Background: an optimization exercise with open tools, aiming at small area, a short achievable clock period and few clock cycles per item. Do not read the settings as production practice.
At most, simulation tests tie the RTL to the original design; equivalence was not proved.
The RTL of runs 2 to 8 was laid out without a check of its function.

==> flow/design.v <==
module goldschmidt_ctrl #(
    parameter int ITERS = 5
) (
    input  logic        clk,
    input  logic        rst_n,
    input  logic        start,
    input  logic [15:0] n,
    input  logic [15:0] d,
    output logic        busy,
    output logic        done,
    output logic [15:0] q,
    output logic        dbz
);
    typedef enum logic [2:0] {
        IDLE  = 3'd0,
        NORM  = 3'd1,
        MUL_D = 3'd2,
        MUL_N = 3'd3,
        OUT   = 3'd4
    } state_t;
    localparam logic [3:0] ITERS_L = 4'(ITERS);
    state_t      state;
    state_t      state_next;
    logic [15:0] n_lat;
    logic [15:0] d_lat;
    logic [31:0] d_acc;
    logic [47:0] n_acc;
    logic [31:0] f_reg;
    logic [3:0]  cnt;
    logic [3:0]  lead_p;
    logic [4:0]  norm_sh;
    logic [31:0] f_calc;
    logic [47:0] mul_a;
    logic [31:0] mul_b;
    logic [79:0] mul_p;
    logic [47:0] mul_sh;
    logic [3:0]  cnt_inc;
    logic        sat;
    logic [47:0] n_rnd;
    always_comb begin
        lead_p = 4'd0;
        for (int i = 0; i < 16; i++) begin
            if (d_lat[i]) lead_p = 4'(i);
        end
    end
    assign norm_sh = 5'd30 - {1'b0, lead_p};
    assign f_calc  = 32'd0 - d_acc;
    assign mul_a   = (state == MUL_D) ? {16'd0, d_acc} : n_acc;
    assign mul_b   = (state == MUL_D) ? f_calc : f_reg;
    assign mul_p   = {32'd0, mul_a} * {48'd0, mul_b};
    assign mul_sh  = 48'(mul_p >> 31);
    assign cnt_inc = cnt + 4'd1;
    assign n_rnd   = n_acc + (48'd1 << (norm_sh - 5'd10));
    assign sat     = |n_rnd[47:39];
    always_ff @(posedge clk) begin
        if (!rst_n) begin
            state <= IDLE;
        end else begin
            state <= state_next;
        end
    end
    always_comb begin
        state_next = state;
        busy       = 1'b1;
        case (state)
            IDLE: begin
                busy = 1'b0;
                if (start) state_next = (d == 16'd0) ? OUT : NORM;
            end
            NORM:    state_next = MUL_D;
            MUL_D:   state_next = MUL_N;
            MUL_N:   state_next = (cnt_inc < ITERS_L) ? MUL_D : OUT;
            OUT:     state_next = IDLE;
            default: state_next = IDLE;
        endcase
    end
    always_ff @(posedge clk) begin
        if (!rst_n) begin
            n_lat <= 16'd0;
            d_lat <= 16'd0;
            d_acc <= 32'd0;
            n_acc <= 48'd0;
            f_reg <= 32'd0;
            cnt   <= 4'd0;
            done  <= 1'b0;
            q     <= 16'h0000;
            dbz   <= 1'b0;
        end else begin
            done <= 1'b0;
            case (state)
                IDLE: begin
                    if (start) begin
                        n_lat <= n;
                        d_lat <= d;
                    end
                end
                NORM: begin
                    d_acc <= {16'd0, d_lat} << norm_sh;
                    n_acc <= {32'd0, n_lat} << norm_sh;
                    cnt   <= 4'd0;
                end
                MUL_D: begin
                    f_reg <= f_calc;
                    d_acc <= mul_sh[31:0];
                end
                MUL_N: begin
                    n_acc <= mul_sh;
                    cnt   <= cnt_inc;
                end
                OUT: begin
                    done <= 1'b1;
                    if (d_lat == 16'd0) begin
                        q   <= 16'hFFFF;
                        dbz <= 1'b1;
                    end else begin
                        q   <= sat ? 16'hFFFF : n_rnd[38:23];
                        dbz <= 1'b0;
                    end
                end
                default: ;
            endcase
        end
    end
endmodule
==> flow/run.sh <==
#!/bin/bash
# synth_recipe.tcl (not shown) runs the flow's synth.tcl, then flattens the netlist and writes it again
# the make line also repeats each setting of config.mk as NAME=value (left out here)
make -C /OpenROAD-flow-scripts/flow DESIGN_CONFIG=/design/flow/config.mk WORK_HOME=/design/flow/orfs CLKGATE_MAP_FILE= SYNTH_SCRIPT=/design/flow/synth_recipe.tcl finish
==> flow/config.mk <==
export PLATFORM = sky130hd
export DESIGN_NAME = goldschmidt_ctrl
export DESIGN_NICKNAME = goldschmidt_ctrl
export VERILOG_FILES = /design/flow/design.v
export SDC_FILE = /design/flow/constraint.sdc
export NUM_CORES = 4
export LEC_CHECK = 0
export CAP_MARGIN = 20
export CORE_MARGIN = 2
export CORE_UTILIZATION = 40
export SLEW_MARGIN = 20
==> flow/constraint.sdc <==
create_clock -name core_clock -period 11.5 [get_ports {clk}]
set_input_delay 2.3000 -clock core_clock [delete_from_list [all_inputs] [get_ports {clk}]]
set_output_delay 2.3000 -clock core_clock [all_outputs]
set_load 0.01 [all_outputs]
==> results.json, run 1 <==
{
  "yosys_warnings": 1,
  "ctsHoldBuffers": 0,
  "drtIter0Drc": 4491,
  "synth_common_cells": "1,575 x nand2_1, 1,534 x inv_1, 1,374 x fa_1",
  "min_to": "n_lat[1]",
  "end_kind": "flop",
  "clock_latency_ns": 0.50,
  "place_area_um2": 62130,
  "synth-compound-area-share_pct": 7.030,
  "yosys.area_share.simple_pct": 17.34,
  "slew_headroom_pct": 16.64,
  "setup_violations": 0,
  "die_x_um": 385.8,
  "critical_path_arrival_ns": 11.48,
  "row_count": 140,
  "coreArea_um2": 145200,
  "cts.sinks": 169,
  "post-place-cells": 8928,
  "drt-pass1-iter-count": 8,
  "crit_fanout": 27,
  "slowest_stage": "or3_4",
  "die-area_um2": 148900,
  "grt_util_all_layers_pct": 28.93,
  "drive_above_1_share_pct": 5.252,
  "final_core_util_pct": 43.24,
  "hold_start": "n_lat[1]",
  "synth.area.top_cells": "fa_1 47%, nand2_1 10%, inv_1 9.9%, ha_1 6.6%, dfxtp_1 5.8%",
  "synth_seq_cells": 169,
  "hpwlAfterDp_um": 172700,
  "grt_pass1_wl_um": 321300,
  "antenna_found_initial": 7,
  "via_per_inst": 5.478,
  "synth_top_cell_area_share_pct": 47.16,
  "r2r_slack_ns": 0.43,
  "syn-cell-area_um2": 58320,
  "largest_register_ff_count": 48,
  "fin_crit_ns": 11.07,
  "synth_edf_count": 0,
  "postSynthAreaPerCell_um2": 8.206,
  "r2r-start": "state[1]",
  "r2r_cells": 39,
  "clock_path_buffers": 2,
  "drv_slew": 0,
  "worstMarginPinSlew_ns": 1.219,
  "grt_pass1_vias": 51150,
  "port-buffer-count": 53,
  "wire_per_inst_um": 23.45,
  "area_growth_pct": 7.665,
  "initial_utilization_pct": 40.16,
  "max_stage_delay_ns": 0.56,
  "numCtsBuffers": 17,
  "synthMuxAreaShare_pct": 2.188,
  "route.detailed.drc": 0,
  "yosys.area.top_type": "fa_1",
  "cts_root_buffer": "clkbuf_16",
  "synth_top_family_by_area": "adder cells",
  "clock_skew_ns": 0.02252,
  "timing.fmax_ghz": 0.09029,
  "routed-via-count": 49130,
  "yosys_most_used_dff": "dfxtp_1",
  "drv_cap": 0,
  "critPathRequiredTime_ns": 11.91,
  "syn_inst": 7107,
  "criticalPathCategory": "reg2reg",
  "synthDistinctLibCells": 82,
  "ant_nets": 0,
  "hp-class": "reg2reg",
  "htree_num_levels": 4,
  "fin_nets": 8750,
  "syn_nets": 8825,
  "clk_pin_slew_worst_paths_ns": 0.08,
  "worst_setup_path_start_kind": "flop",
  "synth_xor_area_share_pct": 1.382,
  "finalHoldViolations": 0,
  "overflow": 0,
  "hold-path-cell-count": 2,
  "r2r_end": "n_acc[46]",
  "finalNonFillerCells": 8968,
  "cts_tree": "built",
  "place_congestion": 1.020,
  "pin_count": 54,
  "outcome": "no timing/DRC/antenna violations",
  "synthAdderAreaFrac_pct": 53.79,
  "yosysSeqAreaShare_pct": 5.801,
  "fin_setup_tns_ns": 0,
  "rsz0062_at_grt": "true",
  "grt_max_degree": 71,
  "post-route-period-util_pct": 96.30,
  "async_flop_share_pct": 0,
  "synth.most_common_cell": "nand2_1",
  "die_h_um": 385.8,
  "nFillCells": 14660,
  "routed_wl_um": 210300,
  "stdcell_area_um2": 62790,
  "worst_hold_slack_ns": 0.4833
}
-- area by class of cell --
class	instances	area [µm²]	share of cell area, %
Clock buffer	19	452.9	0.7213
Antenna cell	6	15.01	0.02391
Tap cell	1917	2399	3.820
Sequential cell	169	3383	5.388
Clock inverter	13	156.4	0.2491
Multi-Input combinational cell	5005	47970	76.39
Timing Repair Buffer	302	2646	4.214
Inverter	1537	5771	9.190
-- per-stage QoR --
step / worst slack (ns)
global placement: 0.5155
finish: 0.4251
CTS: 0.4144
floorplan: 1.587
global route: -0.006701
detailed placement: 0.4517
-- worst max-delay path: cells and delay by family (launching register included) --
family,cells,cell delay [ns]
flops,1,0.47
fa+ha+maj,9,4.34
compound gates,7,1.62
buf+inv,14,2.28
simple gates,9,2.18
-- placed cells by master (no fill, tap or decap), drive strengths merged, types with 34 or more instances in the layout --
| cell type | n |
|---|---|
| nand2 | 1575 |
| inv | 1543 |
| fa | 1374 |
| nor2 | 525 |
| ha | 309 |
| buf | 250 |
| a21oi | 214 |
| dfxtp | 169 |
| o21ai | 136 |
| mux2i | 123 |
| and2 | 69 |
| xnor2 | 61 |
| clkdlybuf4s50 | 52 |
| nor3 | 49 |
| nand3 | 48 |
| nand4 | 45 |
| and3 | 35 |
| a211oi | 35 |
| nor2b | 34 |
-- cells by family after synthesis --
logic type / after synthesis
and+or+nand+nor: 2467
xor gates and xnor gates: 92
adders and majority gates: 1683
DFF: 169
buffers and inverters: 1934
AOI/OAI and AO/OA: 635
muxes: 127
-- worst max-delay path by stage --
stage	cells after the start	to	slack [ns]	start
5_1_grt	39	d_acc[31]	-0.007	d_acc[0]
3_5_place_dp	38	n_acc[44]	0.45	d_acc[1]
2_1_floorplan	43	n_acc[29]	1.59	d_acc[1]
6_report	39	n_acc[46]	0.43	state[1]
4_1_cts	38	n_acc[44]	0.41	d_acc[1]
3_3_place_gp	37	n_acc[40]	0.52	d_acc[0]
-- timing repair --
action	4_1_cts	5_1_grt
gates resized for setup	0	7
buffers inserted	0	0
endpoints found under the setup margin	0	14
-- metal layers --
metal	part of all wire (%)	GRT usage, %
met1	41	39.74
met2	46	46.22
met3	8.4	4.578
met4	4.4	10.44
met5	0.0033	0
Testbench counts, summed over its fixed seeds: cycles 31,192, items 2,400.
==> run 2, diff against run 1 <==
==> flow/design.v (replaced) <==
module goldschmidt_ctrl #(
    parameter int ITERS = 5
) (
    input  logic        clk,
    input  logic        rst_n,
    input  logic        start,
    input  logic [15:0] n,
    input  logic [15:0] d,
    output logic        busy,
    output logic        done,
    output logic [15:0] q,
    output logic        dbz
);
    localparam int K = 2;
    logic [15:0] dr, rr, qr;
    logic [2:0] cnt;
    logic        sat;
    logic [2:0] cnt0;
    logic [31:0] ld;
    logic [15:0] rn, qn;
    assign sat = (n[15:8] >= d);
    always_comb begin
        ld   = 32'({n, 8'd0}) << 8 >> 8;
        ld   = 32'(n) << 8;
        cnt0 = 3'd7;
    end
    always_comb begin
        logic [16:0] t;
        rn = rr;
        qn = qr;
        for (int i = 0; i < K; i++) begin
            t = {rn, qn[15]} - {1'b0, dr};
            if (!t[16]) rn = t[15:0];
            else        rn = {rn[14:0], qn[15]};
            qn = {qn[14:0], ~t[16]};
        end
    end
    always_ff @(posedge clk) begin
        if (!rst_n) begin
            busy <= 1'b0;
            done <= 1'b0;
        end else begin
            done <= 1'b0;
            if (!busy) begin
                if (start) begin
                    if (sat) done <= 1'b1;
                    else     busy <= 1'b1;
                end
            end else if (cnt == '0) begin
                busy <= 1'b0;
                done <= 1'b1;
            end
        end
    end
    always_ff @(posedge clk) begin
        if (!busy) begin
            if (start) begin
                dr  <= d;
                dbz <= (d == 16'd0);
                cnt <= cnt0;
                if (sat) begin
                    qr <= 16'hFFFF;
                end else begin
                    rr <= ld[31:16];
                    qr <= ld[15:0];
                end
            end
        end else begin
            rr  <= rn;
            qr  <= qn;
            cnt <= cnt - 1'b1;
        end
    end
    assign q = qr;
endmodule
==> run 2 against run 1 <==
Still clean. Routed wire length down 94%. Sequential share of layout area up 24 points. First-iteration DRC count shrank 94%. Sequential cell count fell by 115. Hold slack better by 0.089 ns. Critical path depth fell by 17. Critical endpoint is now rr[2].
==> results.json, run 2 <==
{
  "drtIter0Drc": 253,
  "place_area_um2": 5349,
  "routed-via-count": 3946,
  "syn-cell-area_um2": 4707,
  "critPathRequiredTime_ns": 11.61,
  "drive_above_1_share_pct": 8.073,
  "cts_tree": "built",
  "syn_nets": 577,
  "place_congestion": 0.8943,
  "synthDistinctLibCells": 79,
  "diodes": 0,
  "ctsHoldBuffers": 0,
  "clock_path_buffers": 2,
  "finalHoldViolations": 0,
  "synth_top_cell_area_share_pct": 33.17,
  "row_count": 39,
  "grt_max_degree": 54,
  "ant_nets": 0,
  "synth_edf_count": 52,
  "route.detailed.drc": 0,
  "cts_resized": 0,
  "clock_latency_ns": 0.30,
  "layout_common_cells": "53 x clkdlybuf4s50_1, 52 x edfxtp_1, 46 x inv_1, 44 x nand2_1, 42 x ha_1",
  "routed_wl_um": 11910,
  "syn_inst": 498,
  "grt_pass1_wl_um": 19580,
  "async_flop_share_pct": 0,
  "fin_crit_ns": 6.388,
  "via_per_inst": 5.735,
  "yosys_warnings": 1,
  "yosysSeqAreaShare_pct": 34.02,
  "synth.area.top_cells": "edfxtp_1 33%, ha_1 11%, mux2i_1 4.0%, inv_1 3.7%, xnor2_1 3.5%",
  "post-route-period-util_pct": 55.55,
  "yosys.area.top_type": "edfxtp_1",
  "nFillCells": 1085,
  "drv_cap": 0,
  "drv_slew": 0,
  "critical_path_arrival_ns": 6.50,
  "criticalPathCategory": "reg2reg",
  "port-buffer-count": 53,
  "worst_setup_path_start_kind": "flop",
  "fin_nets": 623,
  "max_stage_delay_ns": 0.61,
  "clock_skew_ns": 0.007950,
  "seqCellArea_um2": 1603,
  "pin_count": 54,
  "rsz0062_at_grt": "false",
  "finalNonFillerCells": 688,
  "r2r_slack_ns": 5.11,
  "end_kind": "flop",
  "overflow": 0,
  "grt_pass1_vias": 3797,
  "final_common_cell": "clkdlybuf4s50_1",
  "cp_cell_sequence": "inv_1, ha_1, inv_1, fa_1, a211oi_2, o21bai_1, o41ai_2, a21oi_2, a211o_1, o211ai_2, buf_4, mux2_1, ha_1, o21a_1, o21ai_0, and2_1, a311oi_1, o211a_1, or2_1, xnor2_1, a32o_1, a2111oi_2",
  "post-place-cells": 680,
  "coreArea_um2": 11470,
  "fin_setup_tns_ns": 0,
  "crit_buf_inv": 3,
  "post_cts_buffers": 0,
  "initial_utilization_pct": 41.05,
  "clk_pin_slew_worst_paths_ns": 0.07,
  "die-area_um2": 12650,
  "yosys_most_used_dff": "edfxtp_1",
  "stdcell_area_um2": 5518,
  "numCtsBuffers": 5,
  "setup_violations": 0,
  "synth_seq_cells": 54,
  "synth_common_cells": "52 x edfxtp_1, 46 x inv_1, 44 x nand2_1",
  "antenna_found_initial": 0,
  "crit_family": "compound AO/OA/AOI/OAI gates",
  "cts.sinks": 54,
  "postSynthAreaPerCell_um2": 9.452,
  "outcome": "no timing/DRC/antenna violations",
  "cts_root_buffer": "clkbuf_16",
  "timing.fmax_ghz": 0.1565,
  "crit_fanout": 25,
  "die_x_um": 112.5,
  "slew_headroom_pct": 34.55,
  "die_h_um": 112.5,
  "final_core_util_pct": 48.12,
  "drt-pass1-iter-count": 5,
  "hpwlAfterDp_um": 9196,
  "grt_util_all_layers_pct": 19.24,
  "hp-class": "reg2reg",
  "slowest_stage": "or2_1",
  "synth.most_common_cell": "edfxtp_1",
  "area_growth_pct": 17.22,
  "worstMarginPinSlew_ns": 0.9773,
  "wire_per_inst_um": 17.31,
  "multiInputGateArea_um2": 2851,
  "htree_num_levels": 2
}
-- run 2: cell types whose count changed in the layout (fill, tap and decap cells not counted), sizes merged, moves of 42 or more --
cell    change
dfxtp     -167
a21oi     -187
edfxtp     +52
mux2i     -104
nand2    -1531
and2       -67
nor3       -42
o21ai     -100
ha        -267
fa       -1372
nor2      -500
buf       -248
inv      -1497
-- run 2: logic make-up after synthesis --
logic type,count (synthesis),share of synthesized area (%)
simple gates,145,16.11
compound gates,142,21.59
xor+xnor,25,4.971
mux,26,5.715
fa+ha+maj,44,12.01
flops,54,34.02
buf+inv,62,5.582
-- run 2: layout make-up --
cell class,instances,area share [%]
Clock buffer,6,2.336
Multi-Input combinational cell,382,51.68
Inverter,46,3.129
Timing Repair Buffer,55,9.887
Clock inverter,2,0.6803
Sequential cell,54,29.05
Tap cell,143,3.243
-- run 2: stage by stage --
step | hold slack [ns] | worst slack, ns
after global routing | 0.5954 | 4.665
after floorplan | 0.5314 | 6.062
after global placement | 0.5477 | 5.116
final | 0.5721 | 5.112
after CTS | 0.5762 | 5.139
after detailed placement | 0.5626 | 5.154
-- run 2: per-layer routing --
layer | wire, µm | GRT usage [%] | vias up
li1 | - | - | 1952
met1 | 5673 | 27.59 | 1861
met2 | 5350 | 30.44 | 120
met3 | 677 | 2.862 | 13
met4 | 205 | 5.285 | 0
met5 | 0 | 0 | -
-- run 2: worst paths after layout --
check / start / to / cells after the start
worst max-delay path: qr[15] / rr[2] / 22
worst min-delay path: cnt[0] / cnt[0] / 1
worst max register to register: qr[15] / rr[2] / 22
worst min register to register: cnt[0] / cnt[0] / 1
==> run 3, diff against run 2 <==
--- a/flow/design.v
+++ b/flow/design.v
@@ -14,3 +14,5 @@
     localparam int K = 2;
-    logic [15:0] dr, rr, qr;
+    logic [15:0] dr;
+    logic [15:0] rr;
+    logic [15:0] qr;
     logic [2:0] cnt;
@@ -19,6 +21,6 @@
     logic [31:0] ld;
-    logic [15:0] rn, qn;
+    logic [15:0] rn;
+    logic [15:0] qn;
     assign sat = (n[15:8] >= d);
     always_comb begin
-        ld   = 32'({n, 8'd0}) << 8 >> 8;
         ld   = 32'(n) << 8;
@@ -31,5 +33,4 @@
         for (int i = 0; i < K; i++) begin
-            t = {rn, qn[15]} - {1'b0, dr};
-            if (!t[16]) rn = t[15:0];
-            else        rn = {rn[14:0], qn[15]};
+            t  = {rn, qn[15]} - {1'b0, dr};
+            rn = t[16] ? {rn[14:0], qn[15]} : t[15:0];
             qn = {qn[14:0], ~t[16]};
@@ -56,13 +57,7 @@
         if (!busy) begin
-            if (start) begin
-                dr  <= d;
-                dbz <= (d == 16'd0);
-                cnt <= cnt0;
-                if (sat) begin
-                    qr <= 16'hFFFF;
-                end else begin
-                    rr <= ld[31:16];
-                    qr <= ld[15:0];
-                end
-            end
+            dr  <= d;
+            rr  <= ld[31:16];
+            qr  <= sat ? 16'hFFFF : ld[15:0];
+            cnt <= cnt0;
+            dbz <= (d == 16'd0);
         end else begin
@@ -71,2 +66,3 @@
             cnt <= cnt - 1'b1;
+            dbz <= 1'b0;
         end
==> run 3 against run 2 <==
Hold slack worse by 0.18 ns. Utilization is 1.6 points higher. Routed wire length is 23% lower. Cell count is 9.6% lower. Register-to-register slack better by 0.90 ns. Clock skew is 0.0069 ns higher. Critical endpoint is now rr[7]. Sequential cell count stayed put. First-iteration DRC count is 58% lower.
==> results.json, run 3 <==
{
  "synth_edf_count": 16,
  "ctsHoldBuffers": 0,
  "post-route-period-util_pct": 47.76,
  "async_flop_share_pct": 0,
  "cp_cell_sequence": "inv_1, ha_1, inv_1, fa_1, a211oi_1, o21ai_1, a31oi_1, o21ai_2, xor2_2, buf_6, mux2_2, ha_1, a211oi_1, o21ai_1, nand2_1, o31ai_1, a21o_1, a21o_1, xnor2_4, mux2i_1, a21oi_1",
  "coreArea_um2": 9284,
  "synthDistinctLibCells": 52,
  "drv_cap": 0,
  "place_congestion": 0.8757,
  "port-buffer-count": 53,
  "overflow": 0,
  "area_growth_pct": 19.72,
  "drtIter0Drc": 105,
  "pin_count": 54,
  "seqCellArea_um2": 1241,
  "yosys_warnings": 1,
  "fin_setup_tns_ns": 0,
  "hp-class": "reg2reg",
  "postSynthAreaPerCell_um2": 8.807,
  "cts_tree": "built",
  "critPathRequiredTime_ns": 11.68,
  "outcome": "no timing/DRC/antenna violations",
  "final_core_util_pct": 49.74,
  "end_kind": "flop",
  "grt_pass1_vias": 3224,
  "fin_crit_ns": 5.492,
  "syn-cell-area_um2": 3857,
  "routed-via-count": 3216,
  "clock_skew_ns": 0.01485,
  "hold-path-cell-count": 1,
  "wire_per_inst_um": 14.73,
  "grt_pass1_wl_um": 15410,
  "nFillCells": 947,
  "clock_latency_ns": 0.31,
  "r2r_slack_ns": 6.01,
  "cts_root_buffer": "clkbuf_8",
  "cts_resized": 0,
  "criticalPathCategory": "reg2reg",
  "max_stage_delay_ns": 0.60,
  "initial_utilization_pct": 41.55,
  "hold_start": "cnt[0]",
  "grt_max_degree": 38,
  "fin_nets": 571,
  "yosys.area.top_type": "dfxtp_1",
  "crit_fanout": 18,
  "ant_nets": 0,
  "via_per_inst": 5.170,
  "min_to": "cnt[0]",
  "drive_above_1_share_pct": 5.882,
  "htree_num_levels": 2,
  "diodes": 0,
  "layout_common_cells": "53 x clkdlybuf4s50_1, 51 x nand2_1, 42 x ha_1, 40 x inv_1, 39 x nor2_1",
  "rsz0062_at_grt": "false",
  "drt-pass1-iter-count": 4,
  "synth.area.top_cells": "dfxtp_1 20%, ha_1 14%, edfxtp_1 12%, nand2_1 5.0%, mux2i_1 4.9%",
  "worstMarginPinSlew_ns": 0.6928,
  "antenna_found_initial": 0,
  "setup_violations": 0,
  "slowest_stage": "xnor2_4",
  "final_common_cell": "clkdlybuf4s50_1",
  "crit_family": "compound AO/OA/AOI/OAI gates",
  "yosys_most_used_dff": "dfxtp_1",
  "synth.most_common_cell": "nand2_1",
  "route.detailed.drc": 0,
  "routed_wl_um": 9165,
  "r2r_end": "rr[7]",
  "hpwlAfterDp_um": 7315,
  "grt_util_all_layers_pct": 18.60,
  "cts.sinks": 54,
  "timing.fmax_ghz": 0.1821,
  "drv_slew": 0,
  "die-area_um2": 10440,
  "row_count": 35,
  "crit_buf_inv": 3,
  "critical_path_arrival_ns": 5.67,
  "finalHoldViolations": 0,
  "numCtsBuffers": 5,
  "clk_pin_slew_worst_paths_ns": 0.11,
  "r2r-start": "qr[15]",
  "clock_path_buffers": 2,
  "synth_common_cells": "51 x nand2_1, 42 x ha_1, 40 x inv_1",
  "multiInputGateArea_um2": 2417,
  "synth_top_cell_area_share_pct": 19.72,
  "die_h_um": 102.2,
  "r2r_cells": 21,
  "syn_nets": 517,
  "worst_hold_slack_ns": 0.3880,
  "slew_headroom_pct": 53.81,
  "worst_setup_path_start_kind": "flop",
  "die_x_um": 102.2,
  "post_cts_buffers": 0,
  "yosysSeqAreaShare_pct": 32.18,
  "synth_seq_cells": 54,
  "syn_inst": 438
}
-- run 3: cell types whose count changed after synthesis, moves of 7 or more --
cell,change
dfxtp_1,+36
edfxtp_1,-36
mux2_2,+10
nand2_1,+7
nand2b_1,-7
nor2_1,+14
o21ai_0,-17
o22ai_1,-8
-- run 3: metrics by stage --
| step | setup WS, ns | cells | cell area, µm² |
|---|---|---|---|
| floorplan | 6.696 | 438 | 3857 |
| global placement | 5.867 | 613 | 4523 |
| detailed placement | 5.755 | 613 | 4523 |
| CTS | 5.720 | 621 | 4607 |
| global route | 5.531 | 622 | 4618 |
| finish | 6.008 | 622 | 4618 |
-- run 3: cell families after synthesis --
group,count (synthesis),share of synthesized area [%]
AO/OA/AOI/OAI,100,17.13
XOR/XNOR,24,6.130
adder cells (fa/ha/maj),44,14.66
buffers and inverters,50,5.157
flip-flops,54,32.18
multiplexers,31,8.725
AND/OR/NAND/NOR,135,16.02
-- run 3: area by class of cell --
| class | instances | area share [%] |
|---|---|---|
| Clock buffer | 7 | 1.653 |
| Sequential cell | 54 | 26.88 |
| Multi-Input combinational cell | 334 | 52.34 |
| Timing Repair Buffer | 57 | 12.22 |
| Clock inverter | 1 | 0.1626 |
| Inverter | 40 | 3.251 |
| Tap cell | 129 | 3.495 |
-- run 3: worst max path at each step --
stage	from	to	slack, ns	cells after the start
finish	qr[15]	rr[7]	6.01	21
global route	qr[15]	rr[12]	5.53	21
CTS	qr[15]	rr[7]	5.72	20
detailed placement	qr[15]	rr[3]	5.76	20
global placement	qr[15]	rr[3]	5.87	20
floorplan	qr[15]	rr[11]	6.70	23
-- run 3: routing by layer --
layer / part of all wire, % / global-route usage, % / vias to the layer above
met2: 45 / 28.85 / 65
li1: - / - / 1668
met1: 50 / 26.73 / 1477
met4: 0.81 / 5.333 / 0
met3: 4.3 / 3.146 / 6
met5: 0 / 0 / -
==> run 4, diff against run 3 <==
--- a/flow/design.v
+++ b/flow/design.v
@@ -27,2 +27,10 @@
         cnt0 = 3'd7;
+        if ((|d[15:12])) begin
+            ld   = 32'(n) << 12;
+            cnt0 = 3'd5;
+        end
+        if ((|d[15:14])) begin
+            ld   = 32'(n) << 14;
+            cnt0 = 3'd4;
+        end
     end
==> run 4 against run 3 <==
Register-to-register slack got worse by 0.13 ns. Clock skew fell by 0.0047 ns. First-iteration DRC count rose by 100%. Synthesized cell count rose by 11%. Utilization fell by 1.5 points. Via count rose by 18%. Critical endpoint is now rr[3]. Highest routed layer unchanged.
==> results.json, run 4 <==
{
  "ant_nets": 0,
  "routed_wl_um": 11110,
  "synth.most_common_cell": "nand2_1",
  "yosys_most_used_dff": "dfxtp_1",
  "cts_root_buffer": "clkbuf_8",
  "synth_common_cells": "50 x nand2_1, 42 x ha_1, 38 x dfxtp_1",
  "slew_headroom_pct": 31.25,
  "syn_nets": 563,
  "finalNonFillerCells": 669,
  "top_layer_used": "met4",
  "port-buffer-count": 53,
  "clock_path_buffers": 2,
  "drv_slew": 0,
  "route.detailed.drc": 0,
  "worstMarginPinSlew_ns": 1.027,
  "final_common_cell": "clkdlybuf4s50_1",
  "routed-via-count": 3804,
  "cpMostUsedCell": "inv_1",
  "synth_seq_cells": 54,
  "cts_tree": "built",
  "post_cts_buffers": 0,
  "grt_pass1_wl_um": 18520,
  "diodes": 0,
  "multiInputGateArea_um2": 2720,
  "criticalPathCategory": "reg2reg",
  "met2WireLength_um": 5081,
  "drv_cap": 0,
  "slowest_stage": "a21oi_2",
  "fin_setup_tns_ns": 0,
  "wire_per_inst_um": 16.61,
  "outcome": "no timing/DRC/antenna violations",
  "die-area_um2": 11250,
  "critical_path_arrival_ns": 5.84,
  "die_x_um": 106.1,
  "ctsHoldBuffers": 0,
  "yosys.area.top_type": "dfxtp_1",
  "area_growth_pct": 18.38,
  "critPathRequiredTime_ns": 11.71,
  "post-place-cells": 661,
  "overflow": 0,
  "place_congestion": 0.9185,
  "seqCellArea_um2": 1241,
  "antenna_found_initial": 0,
  "place_area_um2": 4826,
  "layout_common_cells": "53 x clkdlybuf4s50_1, 50 x nand2_1, 42 x ha_1, 38 x dfxtp_1, 36 x inv_1",
  "numCtsBuffers": 5,
  "cts.sinks": 54,
  "via_per_inst": 5.686,
  "synth_edf_count": 16,
  "finalHoldViolations": 0,
  "nFillCells": 995,
  "yosysSeqAreaShare_pct": 29.79,
  "grt_max_degree": 50,
  "max_stage_delay_ns": 0.46,
  "stdcell_area_um2": 4932,
  "rsz0062_at_grt": "false",
  "syn-cell-area_um2": 4166,
  "pin_count": 54,
  "r2r_cells": 22,
  "cts_resized": 0,
  "min_to": "cnt[0]",
  "fin_nets": 611,
  "wl_met1_um": 5379,
  "worst_setup_path_start_kind": "flop",
  "syn_inst": 484,
  "synth.area.top_cells": "dfxtp_1 18%, ha_1 13%, edfxtp_1 12%, nand2_1 4.5%, a21oi_1 4.2%",
  "synthDistinctLibCells": 67,
  "end_kind": "flop",
  "htree_num_levels": 2,
  "r2r_end": "rr[3]",
  "coreArea_um2": 10230,
  "synth_top_cell_area_share_pct": 18.26,
  "final_core_util_pct": 48.21,
  "met3_length_um": 486,
  "timing.fmax_ghz": 0.1778,
  "drt-pass1-iter-count": 5,
  "row_count": 37,
  "setup_violations": 0,
  "hold-path-cell-count": 1,
  "drive_above_1_share_pct": 8.068,
  "grt_util_all_layers_pct": 20.45,
  "r2r_slack_ns": 5.87,
  "drtIter0Drc": 210,
  "clock_latency_ns": 0.32,
  "async_flop_share_pct": 0,
  "fin_crit_ns": 5.626,
  "hpwlAfterDp_um": 8699,
  "grt_pass1_vias": 3759,
  "clk_pin_slew_worst_paths_ns": 0.10,
  "crit_fanout": 23,
  "r2r-start": "qr[15]",
  "hold_start": "cnt[0]",
  "clock_skew_ns": 0.01013,
  "postSynthAreaPerCell_um2": 8.608,
  "die_h_um": 106.1,
  "yosys_warnings": 1,
  "initial_utilization_pct": 40.72,
  "post-route-period-util_pct": 48.92,
  "hp-class": "reg2reg",
  "cp_cell_sequence": "inv_1, ha_1, inv_1, fa_1, a211oi_1, o21ai_2, nand4_1, a211oi_2, xor2_2, buf_4, inv_1, o41ai_2, ha_1, and3_1, and3_1, o211ai_1, nand2_1, a41o_1, a21o_1, a21oi_2, nor2_2, a311o_1"
}
[run 4: changes by cell type in the layout (fill, tap and decap cells not counted), moves of 8 or more]
cell	before	now
o21ai_0	15	23
mux2i_1	19	6
nor2_1	39	26
a21o_1	10	19
[run 4: stage by stage]
| stage | setup slack (ns) | hold WS, ns |
|---|---|---|
| finish | 5.874 | 0.4556 |
| global route | 5.506 | 0.4733 |
| CTS | 5.885 | 0.4621 |
| detailed placement | 5.895 | 0.4456 |
| global placement | 5.919 | 0.4246 |
| floorplan | 6.868 | 0.4114 |
[run 4: how the worst max path moves through the flow]
stage / startpoint / endpoint / slack (ns) / cells after the start
floorplan: qr[15] / rr[15] / 6.87 / 22
global placement: qr[15] / rr[2] / 5.92 / 22
detailed placement: n[8] / qr[13] / 5.89 / 12
CTS: qr[15] / rr[1] / 5.88 / 22
global route: qr[15] / rr[1] / 5.51 / 22
finish: qr[15] / rr[3] / 5.87 / 22
[run 4: cell type report]
cell class	count	share of cell area (%)
multi-input cells	377	55.15
flip-flops and latches	54	25.16
repair buffers	58	11.52
well taps	136	3.450
inverters	36	2.740
clock buffers	5	1.395
clock inverters	3	0.5835
[run 4: per-layer routing]
layer	track usage [%]	up-vias
li1	-	1877
met1	27.99	1806
met2	32.95	107
met3	3.556	14
met4	6.297	0
met5	0	-
[run 4: cells by family after synthesis]
logic type                 count (synthesis)  share of synthesized area (%)
DFF                                       54                          29.79
and+or+nand+nor                          141                          16.55
muxes                                     15                          3.874
AOI/OAI and AO/OA                        153                          25.74
xor gates and xnor gates                  24                          5.225
adders and majority gates                 44                          13.57
buffers and inverters                     53                          5.255
[run 4: worst max-delay path: cells and delay by family (launching register included)]
| family | cells | cell delay [ns] |
|---|---|---|
| xor+xnor | 1 | 0.14 |
| fa+ha+maj | 3 | 0.94 |
| buf+inv | 4 | 0.56 |
| simple gates | 5 | 0.89 |
| compound gates | 9 | 2.61 |
| flops | 1 | 0.36 |
==> run 5, diff against run 4 <==
==> flow/flow/run.sh (new file) <==
#!/bin/bash
set -e
cat standard.sh > standard_copy.log
echo "export SETUP_SLACK_MARGIN = 7.5" >> "$FLOW_CONFIG"
bash standard.sh > standard.log 2>&1
==> flow/standard.sh (new file) <==
#!/bin/bash
# synth_recipe.tcl (not shown) runs the flow's synth.tcl, then flattens the netlist and writes it again
# the make line also repeats each setting of config.mk as NAME=value (left out here)
make -C /OpenROAD-flow-scripts/flow DESIGN_CONFIG=/design/flow/config.mk WORK_HOME=/design/flow/orfs CLKGATE_MAP_FILE= SYNTH_SCRIPT=/design/flow/synth_recipe.tcl "${@:-finish}"
--- a/flow/config.mk
+++ b/flow/config.mk
@@ -11 +11,2 @@
 export SLEW_MARGIN = 20
+export SETUP_SLACK_MARGIN = 7.5
removed: flow/run.sh
==> run 5 against run 4 <==
Still clean on timing, DRC and antenna. Sequential cell count is the same. Final area is 15% higher. Routed wire length grew 16%. Area after synthesis unchanged. Largest cell class unchanged. Highest routed layer unchanged.
==> results.json, run 5 <==
{
  "outcome": "no timing/DRC/antenna violations",
  "hold-path-cell-count": 1,
  "clock_skew_ns": 0.009918,
  "r2r_end": "rr[3]",
  "synthDistinctLibCells": 67,
  "r2r-start": "dr[14]",
  "pin_count": 54,
  "setup_violations": 0,
  "fin_crit_ns": 4.689,
  "post-route-period-util_pct": 40.77,
  "cts_root_buffer": "clkbuf_8",
  "crit_fanout": 8,
  "drv_cap": 0,
  "hold_start": "cnt[0]",
  "synth_edf_count": 16,
  "area_growth_pct": 36.04,
  "die_x_um": 106.1,
  "synth_top_cell_area_share_pct": 18.26,
  "coreArea_um2": 10230,
  "layout_common_cells": "50 x nand2_1, 42 x clkdlybuf4s50_1, 37 x dfxtp_1, 32 x inv_1, 32 x ha_1",
  "end_kind": "flop",
  "grt_util_all_layers_pct": 22.44,
  "syn_inst": 484,
  "clock_latency_ns": 0.31,
  "via_per_inst": 5.784,
  "die_h_um": 106.1,
  "place_congestion": 0.9551,
  "synth.area.top_cells": "dfxtp_1 18%, ha_1 13%, edfxtp_1 12%, nand2_1 4.5%, a21oi_1 4.2%",
  "ant_nets": 0,
  "die-area_um2": 11250,
  "routed_wl_um": 12870,
  "async_flop_share_pct": 0,
  "synth_seq_cells": 54,
  "finalHoldViolations": 0,
  "timing.fmax_ghz": 0.2133,
  "critical_path.startpoint": "dr[14]",
  "drt-pass1-iter-count": 5,
  "antenna_found_initial": 0,
  "r2r_cells": 20,
  "cts_tree": "built",
  "yosysSeqAreaShare_pct": 29.79,
  "drive_above_1_share_pct": 23.42,
  "grt_pass1_vias": 4007,
  "overflow": 0,
  "numCtsBuffers": 5,
  "final_common_cell": "nand2_1",
  "diodes": 0,
  "cts.sinks": 54,
  "row_count": 37,
  "drv_slew": 0,
  "hpwlAfterDp_um": 9197,
  "final_core_util_pct": 55.40,
  "max_stage_delay_ns": 0.48,
  "slew_headroom_pct": 57.58,
  "yosys.area.top_type": "dfxtp_1",
  "worstMarginPinSlew_ns": 0.6357,
  "yosys_warnings": 1,
  "hp-class": "reg2reg",
  "r2r_slack_ns": 6.81,
  "drtIter0Drc": 300,
  "port-buffer-count": 53,
  "cpMostUsedCell": "buf_6",
  "yosys_most_used_dff": "dfxtp_1",
  "syn-cell-area_um2": 4166,
  "clk_pin_slew_worst_paths_ns": 0.11,
  "synth_common_cells": "50 x nand2_1, 42 x ha_1, 38 x dfxtp_1",
  "wire_per_inst_um": 18.28,
  "slowest_stage": "a2111oi_2",
  "fin_setup_tns_ns": 0,
  "fin_nets": 646,
  "critical_path_arrival_ns": 4.89,
  "initial_utilization_pct": 40.72,
  "min_to": "cnt[0]",
  "cp_cell_sequence": "inv_1, ha_1, and3_1, a2111oi_2, a211oi_4, buf_6, xor2_4, buf_12, mux2_4, ha_4, nor2b_4, o31a_1, o211ai_1, nand2_1, a41o_1, a21o_4, a21oi_4, buf_6, nor2_4, a311o_1",
  "clock_path_buffers": 2,
  "rsz0062_at_grt": "true",
  "critPathRequiredTime_ns": 11.70,
  "routed-via-count": 4072,
  "worst_hold_slack_ns": 0.4436,
  "grt_pass1_wl_um": 20260,
  "htree_num_levels": 2,
  "syn_nets": 563,
  "postSynthAreaPerCell_um2": 8.608,
  "criticalPathCategory": "reg2reg",
  "synth.most_common_cell": "nand2_1",
  "route.detailed.drc": 0,
  "worst_setup_path_start_kind": "flop",
  "grt_max_degree": 51
}
## run 5: cell families (layout without fill, tap and decap cells)
kind of cell,count (synthesis),after routing,share of synthesized area [%]
compound gates,153,153,25.74
fa+ha+maj,44,44,13.57
xor+xnor,24,25,5.225
simple gates,141,141,16.55
buf+inv,53,136,5.255
mux,15,15,3.874
flops,54,54,29.79
## run 5: cell type report
| type | count | area (µm²) |
|---|---|---|
| Tap cell | 136 | 170.2 |
| Inverter | 36 | 142.6 |
| Fill cell | 933 | 4563 |
| Sequential cell | 54 | 1242 |
| Multi-Input combinational cell | 378 | 3108 |
| Clock inverter | 2 | 13.76 |
| Timing Repair Buffer | 92 | 897.1 |
| Clock buffer | 6 | 93.84 |
## run 5: critical path: cells and delay by family, from the launching register on
| family | cells | cell delay, ns |
|---|---|---|
| AND/OR/NAND/NOR | 4 | 0.51 |
| XOR/XNOR | 1 | 0.18 |
| buffers and inverters | 4 | 0.56 |
| flip-flops | 1 | 0.39 |
| AO/OA/AOI/OAI | 8 | 2.03 |
| multiplexers | 1 | 0.33 |
| adder cells (fa/ha/maj) | 2 | 0.57 |
## run 5: per-layer routing
| metal | global-route usage [%] | share of wire [%] |
|---|---|---|
| met2 | 36.91 | 46 |
| met5 | 0 | 0 |
| met1 | 30.29 | 45 |
| met3 | 3.066 | 5.9 |
| met4 | 7.707 | 2.8 |
## run 5: how the worst max path moves through the flow
stage | to | cells past startpoint
after floorplan | rr[15] | 23
after global placement | qr[1] | 12
after detailed placement | rr[3] | 20
after CTS | rr[6] | 22
after global routing | rr[6] | 23
final | rr[3] | 20
## run 5: per-stage QoR
| step | instance area, µm² | setup WS, ns | instances |
|---|---|---|---|
| 2_1_floorplan | 4313 | 7.180 | 484 |
| 3_3_place_gp | 4931 | 5.995 | 659 |
| 3_5_place_dp | 4931 | 5.751 | 659 |
| 4_1_cts | 5429 | 6.836 | 695 |
| 5_1_grt | 5668 | 6.636 | 704 |
| 6_report | 5668 | 6.811 | 704 |
## run 5: what timing repair did
| item | 4_1_cts | 5_1_grt |
|---|---|---|
| setup endpoints to repair | 36 | 33 |
| gates resized for setup | 65 | 38 |
| hold endpoints to repair | 0 | 0 |
| hold buffers | 0 | 0 |
| buffers inserted | 26 | 9 |
| pin swaps | 19 | 12 |
| cloned | 2 | 0 |
==> run 6, diff against run 5 <==
==> flow/flow/run.sh (replaced) <==
#!/bin/bash
set -euo pipefail
echo 'export BUFFER_PORTS_ARGS = -buffer_cell sky130_fd_sc_hd__buf_1' >> "$FLOW_CONFIG"
bash standard.sh > standard.log 2>&1
--- a/flow/config.mk
+++ b/flow/config.mk
@@ -11,2 +11,2 @@
 export SLEW_MARGIN = 20
-export SETUP_SLACK_MARGIN = 7.5
+export BUFFER_PORTS_ARGS = -buffer_cell sky130_fd_sc_hd__buf_1
==> run 6 against run 5 <==
Utilization fell by 11 points. Routed wire length fell by 16%. Die area did not move. Still clean on timing, DRC and antenna. Clock skew rose by 0.0030 ns. Global-route usage fell by 2.4 points. Via count fell by 5.6%. Clock-buffer cell count rose by 1. Critical path depth rose by 2. Sequential cell count did not move. Critical path type unchanged.
==> results.json, run 6 <==
{
  "outcome": "no timing/DRC/antenna violations",
  "grt_util_all_layers_pct": 20.02,
  "worst_setup_path_start_kind": "flop",
  "synth.most_common_cell": "nand2_1",
  "drv_cap": 0,
  "clk_pin_slew_worst_paths_ns": 0.09,
  "clock_skew_ns": 0.01289,
  "cts_resized": 0,
  "hp-class": "reg2reg",
  "routed-via-count": 3846,
  "drive_above_1_share_pct": 8.037,
  "hpwlAfterDp_um": 8679,
  "min_to": "cnt[0]",
  "pin_count": 54,
  "slowest_stage": "o41ai_2",
  "drv_slew": 0,
  "async_flop_share_pct": 0,
  "die_h_um": 106.1,
  "drt-pass1-iter-count": 6,
  "ant_nets": 0,
  "ctsHoldBuffers": 0,
  "setup_violations": 0,
  "syn_inst": 484,
  "place_area_um2": 4502,
  "criticalPathCategory": "reg2reg",
  "route.detailed.drc": 0,
  "r2r_cells": 22,
  "via_per_inst": 5.732,
  "synthDistinctLibCells": 67,
  "synth_edf_count": 16,
  "rsz0062_at_grt": "false",
  "fin_crit_ns": 5.443,
  "routed_wl_um": 10860,
  "area_growth_pct": 10.24,
  "cts.sinks": 54,
  "cp_cell_sequence": "inv_1, ha_1, inv_1, fa_1, a211oi_1, o21ai_2, nand4_1, a211oi_2, xor2_2, buf_4, inv_1, o41ai_2, ha_1, and3_1, and3_1, o211ai_1, nand2_1, a41o_1, a21o_1, a21oi_2, nor2_2, a311o_1",
  "row_count": 37,
  "timing.fmax_ghz": 0.1837,
  "coreArea_um2": 10230,
  "stdcell_area_um2": 4593,
  "diodes": 0,
  "overflow": 0,
  "grt_pass1_vias": 3744,
  "r2r-start": "qr[15]",
  "syn-cell-area_um2": 4166,
  "port-buffer-count": 53,
  "initial_utilization_pct": 40.72,
  "synth.area.top_cells": "dfxtp_1 18%, ha_1 13%, edfxtp_1 12%, nand2_1 4.5%, a21oi_1 4.2%",
  "cts_tree": "built",
  "crit_fanout": 23,
  "grt_pass1_wl_um": 18090,
  "wire_per_inst_um": 16.19,
  "final_common_cell": "buf_1",
  "numCtsBuffers": 5,
  "postSynthAreaPerCell_um2": 8.608,
  "post-route-period-util_pct": 47.33,
  "yosys_warnings": 1,
  "clock_path_buffers": 2,
  "finalHoldViolations": 0,
  "yosys_most_used_dff": "dfxtp_1",
  "yosysSeqAreaShare_pct": 29.79,
  "cts_root_buffer": "clkbuf_8",
  "crit_family": "compound AO/OA/AOI/OAI gates",
  "synth_seq_cells": 54,
  "end_kind": "flop",
  "syn_nets": 563,
  "drtIter0Drc": 289,
  "worstMarginPinSlew_ns": 0.5539,
  "cpMostUsedCell": "inv_1",
  "max_stage_delay_ns": 0.44,
  "grt_max_degree": 51,
  "critical_path_arrival_ns": 5.65,
  "synth_top_cell_area_share_pct": 18.26,
  "r2r_end": "rr[3]",
  "layout_common_cells": "53 x buf_1, 50 x nand2_1, 42 x ha_1, 38 x dfxtp_1, 36 x inv_1",
  "htree_num_levels": 2,
  "fin_nets": 613,
  "critPathRequiredTime_ns": 11.71,
  "antenna_found_initial": 0,
  "crit_buf_inv": 4,
  "die_x_um": 106.1,
  "synth_common_cells": "50 x nand2_1, 42 x ha_1, 38 x dfxtp_1",
  "post_cts_buffers": 0,
  "clock_latency_ns": 0.32,
  "fin_setup_tns_ns": 0,
  "slew_headroom_pct": 62.76,
  "final_core_util_pct": 44.89,
  "hold_start": "cnt[0]",
  "r2r_slack_ns": 6.06,
  "yosys.area.top_type": "dfxtp_1",
  "place_congestion": 0.9337,
  "die-area_um2": 11250,
  "hold-path-cell-count": 1
}
==> run 6: cell counts after synthesis <==
Identical to the previous run, type by type.
==> run 6: worst reg2reg max path, cell delays in order, from the launching register on <==
cell      delay [ns]
dfxtp_1         0.35
inv_1           0.07
ha_1            0.16
inv_1           0.05
fa_1            0.42
a211oi_1        0.40
o21ai_2         0.14
nand4_1         0.17
a211oi_2        0.12
xor2_2          0.14
buf_4           0.28
inv_1           0.15
o41ai_2         0.44
ha_1            0.35
and3_1          0.20
and3_1          0.19
o211ai_1        0.15
nand2_1         0.10
a41o_1          0.25
a21o_1          0.22
a21oi_2         0.42
nor2_2          0.20
a311o_1         0.39
==> run 6: stage by stage <==
stage / setup WS, ns / cells / hold slack, ns
2_1_floorplan: 6.868 / 484 / 0.4114
3_3_place_gp: 6.351 / 662 / 0.4306
3_5_place_dp: 6.130 / 662 / 0.4500
4_1_cts: 6.108 / 670 / 0.4649
5_1_grt: 5.616 / 671 / 0.4673
6_report: 6.057 / 671 / 0.4571
==> run 6: routing by layer <==
metal  global-route usage (%)  wire [µm]
met5                        0          0
met4                    7.613        246
met3                    3.127        637
met2                    32.49       4893
met1                    26.85       5083
==> run 6: final cells by class <==
| type | count | area [µm²] |
|---|---|---|
| fill | 1010 | 5638 |
| multi-input combinational | 377 | 2711 |
| sequential | 54 | 1241 |
| timing repair buffer | 60 | 251.5 |
| tap | 136 | 170.2 |
| inverter | 36 | 135.1 |
| clock buffer | 7 | 76.32 |
| clock inverter | 1 | 7.507 |
==> run 6: worst max path at each step <==
stage / start / endpoint / slack (ns) / cells past startpoint
after floorplan: qr[15] / rr[15] / 6.87 / 22
after global placement: qr[15] / rr[3] / 6.35 / 21
final: qr[15] / rr[3] / 6.06 / 22
after global routing: dr[0] / rr[1] / 5.62 / 21
after detailed placement: dr[0] / rr[3] / 6.13 / 21
after CTS: dr[0] / rr[3] / 6.11 / 21
==> run 6: cell families after synthesis <==
logic type | count (synthesis) | synth area share [%]
compound gates | 153 | 25.74
simple gates | 141 | 16.55
flops | 54 | 29.79
buf+inv | 53 | 5.255
fa+ha+maj | 44 | 13.57
xor+xnor | 24 | 5.225
mux | 15 | 3.874
==> run 7, diff against run 6 <==
==> flow/flow/run.sh (replaced) <==
#!/bin/bash
set -euo pipefail
echo 'export BUFFER_PORTS_ARGS = -buffer_cell sky130_fd_sc_hd__buf_2' >> "$FLOW_CONFIG"
bash standard.sh > standard.log 2>&1
--- a/flow/config.mk
+++ b/flow/config.mk
@@ -11,2 +11,2 @@
 export SLEW_MARGIN = 20
-export BUFFER_PORTS_ARGS = -buffer_cell sky130_fd_sc_hd__buf_1
+export BUFFER_PORTS_ARGS = -buffer_cell sky130_fd_sc_hd__buf_2
==> run 7 against run 6 <==
Non-clock buffer count decreased by 1. Sequential share of layout area fell by 0.47 points. Highest routed layer unchanged. Routed wire length rose by 3.2%. Critical path depth is the same.
==> results.json, run 7 <==
{
  "post-route-period-util_pct": 47.56,
  "routed_wl_um": 11210,
  "fin_setup_tns_ns": 0,
  "grt_use_met2_pct": 32.72,
  "grt_max_degree": 50,
  "drv_cap": 0,
  "slew_headroom_pct": 30.55,
  "setup_violations": 0,
  "clock_latency_ns": 0.30,
  "synthDistinctLibCells": 67,
  "cts_resized": 0,
  "cpMostUsedCell": "inv_1",
  "grt_util_met1_pct": 28.51,
  "multiInputGateArea_um2": 2711,
  "synth_xor_area_share_pct": 5.225,
  "clock_skew_ns": 0.007272,
  "drt-pass1-iter-count": 5,
  "finalHoldViolations": 0,
  "yosys_most_used_dff": "dfxtp_1",
  "via_per_inst": 5.640,
  "htree_num_levels": 2,
  "coreArea_um2": 10230,
  "synthAdderAreaFrac_pct": 13.57,
  "cp_cell_sequence": "inv_1, ha_1, inv_1, fa_1, a211oi_1, o21ai_2, nand4_1, a211oi_2, xor2_2, buf_4, inv_1, o41ai_2, ha_1, and3_1, and3_1, o211ai_1, nand2_1, a41o_1, a21o_1, a21oi_2, nor2_2, a311o_1",
  "criticalPathCategory": "reg2reg",
  "synth_common_cells": "50 x nand2_1, 42 x ha_1, 38 x dfxtp_1",
  "synth.area.top_cells": "dfxtp_1 18%, ha_1 13%, edfxtp_1 12%, nand2_1 4.5%, a21oi_1 4.2%",
  "die-area_um2": 11250,
  "clk_pin_slew_worst_paths_ns": 0.10,
  "syn-cell-area_um2": 4166,
  "drtIter0Drc": 311,
  "initial_utilization_pct": 40.72,
  "layout_common_cells": "53 x buf_2, 50 x nand2_1, 42 x ha_1, 38 x dfxtp_1, 36 x inv_1",
  "synth_seq_cells": 54,
  "synth_top_cell_area_share_pct": 18.26,
  "row_count": 37,
  "timing.fmax_ghz": 0.1828,
  "yosys_warnings": 1,
  "grt-busiest-layer": "met2",
  "cts.sinks": 54,
  "die_x_um": 106.1,
  "yosysSeqAreaShare_pct": 29.79,
  "cts_root_buffer": "clkbuf_8",
  "final_common_cell": "buf_2",
  "outcome": "no timing/DRC/antenna violations",
  "ant_nets": 0,
  "yosys.area_share.simple_pct": 16.55,
  "drv_slew": 0,
  "critical_path_arrival_ns": 5.67,
  "synth_edf_count": 16,
  "overflow": 0,
  "ctsHoldBuffers": 0,
  "wire_per_inst_um": 16.73,
  "die_h_um": 106.1,
  "port-buffer-count": 53,
  "antenna_found_initial": 0,
  "routed-via-count": 3779,
  "diodes": 0,
  "route.detailed.drc": 0,
  "seqCellArea_um2": 1241,
  "async_flop_share_pct": 0,
  "fin_crit_ns": 5.470,
  "slowest_stage": "o41ai_2",
  "syn_inst": 484,
  "fin_nets": 612,
  "pin_count": 54,
  "area_growth_pct": 12.19,
  "cts_tree": "built",
  "clock_path_buffers": 2,
  "synth.most_common_cell": "nand2_1",
  "synthMuxAreaShare_pct": 3.874,
  "drive_above_1_share_pct": 17.79,
  "hp-class": "reg2reg",
  "yosys.area.top_type": "dfxtp_1",
  "crit_fanout": 23,
  "numCtsBuffers": 5,
  "met3_usage_pct": 2.514,
  "worst_setup_path_start_kind": "flop",
  "rsz0062_at_grt": "false",
  "hpwlAfterDp_um": 8854,
  "grt_pass1_vias": 3666,
  "synth-compound-area-share_pct": 25.74,
  "postSynthAreaPerCell_um2": 8.608,
  "end_kind": "flop",
  "grt_pass1_wl_um": 18400,
  "worst_hold_slack_ns": 0.4451,
  "nFillCells": 977,
  "critPathRequiredTime_ns": 11.70,
  "max_stage_delay_ns": 0.47,
  "post_cts_buffers": 0,
  "grt_util_all_layers_pct": 20.18,
  "worstMarginPinSlew_ns": 1.038,
  "synth_top_family_by_area": "compound AO/OA/AOI/OAI gates",
  "syn_nets": 563,
  "place_congestion": 0.9124
}
==> run 7: routing by layer <==
metal  up-vias  routed length (µm)
li1       1882                   -
met4         0                 161
met5         -                   0
met3        15                 469
met2       109                4996
met1      1773                5582
==> run 7: area by class of cell <==
class,instances,share of cell area (%)
flip-flops and latches,54,26.55
inverters,36,2.891
repair buffers,59,6.638
multi-input cells,377,58.00
clock buffers,6,1.552
well taps,136,3.640
clock inverters,2,0.7227
==> run 7: worst paths after layout <==
path / from / to / slack [ns] / depth (start not counted)
worst min-delay path: cnt[0] / cnt[0] / 0.45 / 1
worst max register to register: qr[15] / rr[3] / 6.03 / 22
worst max-delay path: qr[15] / rr[3] / 6.03 / 22
worst min register to register: cnt[0] / cnt[0] / 0.45 / 1
==> run 7: critical path, delay by kind of cell (launching register included) <==
kind,cells,cell delay [ns]
compound gates,9,2.55
fa+ha+maj,3,0.93
simple gates,5,0.83
buf+inv,4,0.57
flops,1,0.33
xor+xnor,1,0.15
==> run 7: cells by family (layout without fill, tap and decap cells) <==
logic type,Yosys count,count (layout)
compound gates,153,153
xor+xnor,24,24
fa+ha+maj,44,44
buf+inv,53,103
flops,54,54
mux,15,15
simple gates,141,141
==> run 7: through the flow <==
stage / instances / util [%] / worst slack [ns] / area [µm²]
floorplan: 484 / - / 6.868 / 4167
global placement: 662 / 44.65 / 6.295 / 4568
detailed placement: 662 / 44.65 / 6.103 / 4568
CTS: 670 / 45.69 / 6.092 / 4674
global route: 670 / 45.69 / 5.755 / 4674
finish: 670 / 45.69 / 6.030 / 4674
==> run 8, diff against run 7 <==
--- a/flow/design.v
+++ b/flow/design.v
@@ -13,3 +13,3 @@
 );
-    localparam int K = 2;
+    localparam int K = 3;
     logic [15:0] dr;
@@ -25,11 +25,11 @@
     always_comb begin
-        ld   = 32'(n) << 8;
-        cnt0 = 3'd7;
+        ld   = 32'(n) << 6;
+        cnt0 = 3'd5;
         if ((|d[15:12])) begin
             ld   = 32'(n) << 12;
-            cnt0 = 3'd5;
+            cnt0 = 3'd3;
         end
-        if ((|d[15:14])) begin
-            ld   = 32'(n) << 14;
-            cnt0 = 3'd4;
+        if ((|d[15:15])) begin
+            ld   = 32'(n) << 15;
+            cnt0 = 3'd2;
         end
==> flow/run.sh (new file) <==
#!/bin/bash
# synth_recipe.tcl (not shown) runs the flow's synth.tcl, then flattens the netlist and writes it again
# the make line also repeats each setting of config.mk as NAME=value (left out here)
make -C /OpenROAD-flow-scripts/flow DESIGN_CONFIG=/design/flow/config.mk WORK_HOME=/design/flow/orfs CLKGATE_MAP_FILE= SYNTH_SCRIPT=/design/flow/synth_recipe.tcl finish
--- a/flow/config.mk
+++ b/flow/config.mk
@@ -11,2 +11 @@
 export SLEW_MARGIN = 20
-export BUFFER_PORTS_ARGS = -buffer_cell sky130_fd_sc_hd__buf_2
removed: flow/flow/run.sh
removed: flow/standard.sh
==> run 8 against run 7 <==
First-iteration DRC count up 11%. Clock-buffer cell count up 1. Highest routed layer unchanged.
==> results.json, run 8 <==
{
  "criticalPathCategory": "reg2reg",
  "yosysSeqAreaShare_pct": 23.32,
  "coreArea_um2": 13140,
  "yosys_most_used_dff": "dfxtp_1",
  "syn_inst": 666,
  "setup_violations": 0,
  "finalHoldViolations": 0,
  "critical_path.startpoint": "dr[1]",
  "yosys.area.top_type": "dfxtp_1",
  "die-area_um2": 14250,
  "postSynthAreaPerCell_um2": 7.992,
  "drt-pass1-iter-count": 5,
  "synth.most_common_cell": "nand2_1",
  "route.detailed.drc": 0,
  "drv_cap": 0,
  "place_area_um2": 6032,
  "drtIter0Drc": 345,
  "drive_above_1_share_pct": 5.360,
  "clk_pin_slew_worst_paths_ns": 0.07,
  "grt_pass1_wl_um": 25090,
  "cts.sinks": 54,
  "ctsHoldBuffers": 0,
  "outcome": "no timing/DRC/antenna violations",
  "synth_seq_cells": 54,
  "final_common_cell": "nand2_1",
  "synth_top_cell_area_share_pct": 14.29,
  "routed-via-count": 5036,
  "initial_utilization_pct": 40.51,
  "post_cts_buffers": 0,
  "ant_nets": 0,
  "cts_root_buffer": "clkbuf_16",
  "via_per_inst": 5.690,
  "port-buffer-count": 53,
  "overflow": 0,
  "r2r_end": "rr[3]",
  "r2r-start": "dr[1]",
  "grt_max_degree": 57,
  "pin_count": 54,
  "numCtsBuffers": 5,
  "async_flop_share_pct": 0,
  "synth_common_cells": "79 x nand2_1, 58 x ha_1, 46 x o21ai_0",
  "post-route-period-util_pct": 75.06,
  "endpoint": "rr[3]",
  "worst_hold_slack_ns": 0.4502,
  "place_congestion": 0.9414,
  "clock_latency_ns": 0.30,
  "yosys_warnings": 1,
  "cts_resized": 0,
  "routed_wl_um": 15250,
  "grt_pass1_vias": 4870,
  "diodes": 0,
  "rsz0062_at_grt": "false",
  "clock_path_buffers": 2,
  "die_h_um": 119.4,
  "slowest_stage": "a21oi_1",
  "pre_cts_ws_ns": 2.989,
  "antenna_found_initial": 0,
  "end_kind": "flop",
  "synthDistinctLibCells": 64,
  "stdcell_area_um2": 6180,
  "finalNonFillerCells": 885,
  "fin_nets": 804,
  "layout_common_cells": "79 x nand2_1, 58 x ha_1, 53 x clkdlybuf4s50_1, 46 x o21ai_0, 45 x inv_1",
  "wire_per_inst_um": 17.23,
  "fin_setup_tns_ns": 0,
  "htree_num_levels": 2,
  "crit_fanout": 29,
  "clock_skew_ns": 0.008621,
  "fin_crit_ns": 8.632,
  "synth_edf_count": 16,
  "area_growth_pct": 16.10,
  "syn_nets": 762,
  "hp-class": "reg2reg",
  "cts_tree": "built",
  "timing.fmax_ghz": 0.1159,
  "r2r_slack_ns": 2.87,
  "syn-cell-area_um2": 5323,
  "r2r_cells": 30,
  "row_count": 42,
  "hpwlAfterDp_um": 12070,
  "cpMostUsedCell": "o21ai_0",
  "worstMarginPinSlew_ns": 1.052,
  "die_x_um": 119.4,
  "post-place-cells": 877,
  "drv_slew": 0,
  "grt_util_all_layers_pct": 21.90,
  "worst_setup_path_start_kind": "flop",
  "critPathRequiredTime_ns": 11.71,
  "critical_path_arrival_ns": 8.84,
  "max_stage_delay_ns": 0.81,
  "postLayoutSetupSlackWorst_ns": 2.868,
  "synth.area.top_cells": "dfxtp_1 14%, ha_1 14%, edfxtp_1 9.0%, nand2_1 5.6%, mux2i_1 4.3%",
  "slew_headroom_pct": 29.85
}
-- run 8: cell types whose count changed in the layout (fill, tap and decap cells not counted), sizes merged, moves of 12 or more --
| cell | previous run | this run |
|---|---|---|
| a31oi | 1 | 13 |
| buf | 59 | 7 |
| clkdlybuf4s50 | 0 | 53 |
| ha | 42 | 58 |
| mux2i | 6 | 23 |
| nand2 | 51 | 79 |
| nand3 | 7 | 23 |
| o21ai | 26 | 49 |
-- run 8: worst min path at each step --
stage,startpoint,end,slack (ns),cells past startpoint
after global placement,cnt[0],cnt[0],0.43,1
after global routing,cnt[0],cnt[0],0.46,1
after floorplan,cnt[0],cnt[0],0.41,1
after detailed placement,cnt[0],cnt[0],0.44,1
after CTS,cnt[0],cnt[0],0.45,1
final,cnt[0],cnt[0],0.45,1
-- run 8: logic make-up (layout without fill, tap and decap cells) --
family	Yosys count	after routing	synth area share [%]
AO/OA/AOI/OAI	197	197	24.47
XOR/XNOR	41	41	7.240
adder cells (fa/ha/maj)	61	61	14.76
buffers and inverters	70	113	5.218
flip-flops	54	54	23.32
multiplexers	30	30	5.877
AND/OR/NAND/NOR	213	213	19.11
-- run 8: layout make-up --
| cell class | count | area [µm²] |
|---|---|---|
| timing repair buffer | 60 | 583.1 |
| multi-input combinational | 542 | 3817 |
| inverter | 45 | 168.9 |
| clock inverter | 1 | 5.005 |
| tap | 176 | 220.2 |
| fill | 1327 | 6958 |
| clock buffer | 7 | 142.6 |
| sequential | 54 | 1242 |
-- run 8: routing by layer --
metal  track usage (%)  part of all wire [%]  routed length, µm  vias up
met2             34.02                    44               6719      139
met3             3.400                   4.5                689       27
li1                  -                     -                  -     2509
met1             31.18                    49               7465     2361
met5                 0                     0                  0        -
met4             6.912                   2.5                375        0
-- run 8: metrics by stage --
step / util (%)
5_1_grt: 47.04
2_1_floorplan: -
3_5_place_dp: 45.91
4_1_cts: 47.04
6_report: 47.04
3_3_place_gp: 45.91
-- run 8: worst max-delay path, delay by kind of cell (launching register included) --
| family | cells | cell delay, ns |
|---|---|---|
| buf+inv | 4 | 0.77 |
| xor+xnor | 2 | 0.32 |
| simple gates | 2 | 0.35 |
| fa+ha+maj | 3 | 1.16 |
| mux | 2 | 0.64 |
| compound gates | 17 | 4.87 |
| flops | 1 | 0.42 |

-- static timing again, ports no longer ideal --
How much do the figures lean on ideal ports? The routed layouts below were timed once more, with nothing changed but the port constraints. Step 1 (the two cells are an assumption about what drives the block):
set clk [get_ports {clk}]
set_driving_cell -lib_cell sky130_fd_sc_hd__clkbuf_16 $clk
set_driving_cell -lib_cell sky130_fd_sc_hd__buf_2 [delete_from_list [all_inputs] $clk]
Step 2 times the ports against the registers' clock, not the clock port: input delays grow and output delays shrink by t, the midpoint of the rising clock arrivals with the driver on. a / b / c = ideal ports / drivers / drivers and shift; a / b = the first two.
| run | t (ns) | setup WS [ns] | worst hold slack (ns) |
|---|---|---|---|
| run 1 | 0.544 | 0.425 / 0.425 / 0.425 | 0.483 / 0.483 / 0.483 |
| run 2 | 0.331 | 5.112 / 5.112 / 5.112 | 0.572 / 0.572 / 0.572 |
| run 3 | 0.336 | 6.008 / 6.008 / 6.008 | 0.388 / 0.388 / 0.388 |
| run 4 | 0.349 | 5.874 / 5.874 / 5.874 | 0.456 / 0.456 / 0.456 |
| run 5 | 0.337 | 6.811 / 6.811 / 6.811 | 0.444 / 0.444 / 0.444 |
| run 6 | 0.340 | 6.057 / 6.057 / 6.057 | 0.457 / 0.457 / 0.457 |
| run 7 | 0.328 | 6.030 / 6.030 / 6.030 | 0.445 / 0.445 / 0.445 |
| run 8 | 0.328 | 2.868 / 2.868 / 2.868 | 0.450 / 0.450 / 0.450 |
After both steps every run listed still meets setup and hold.
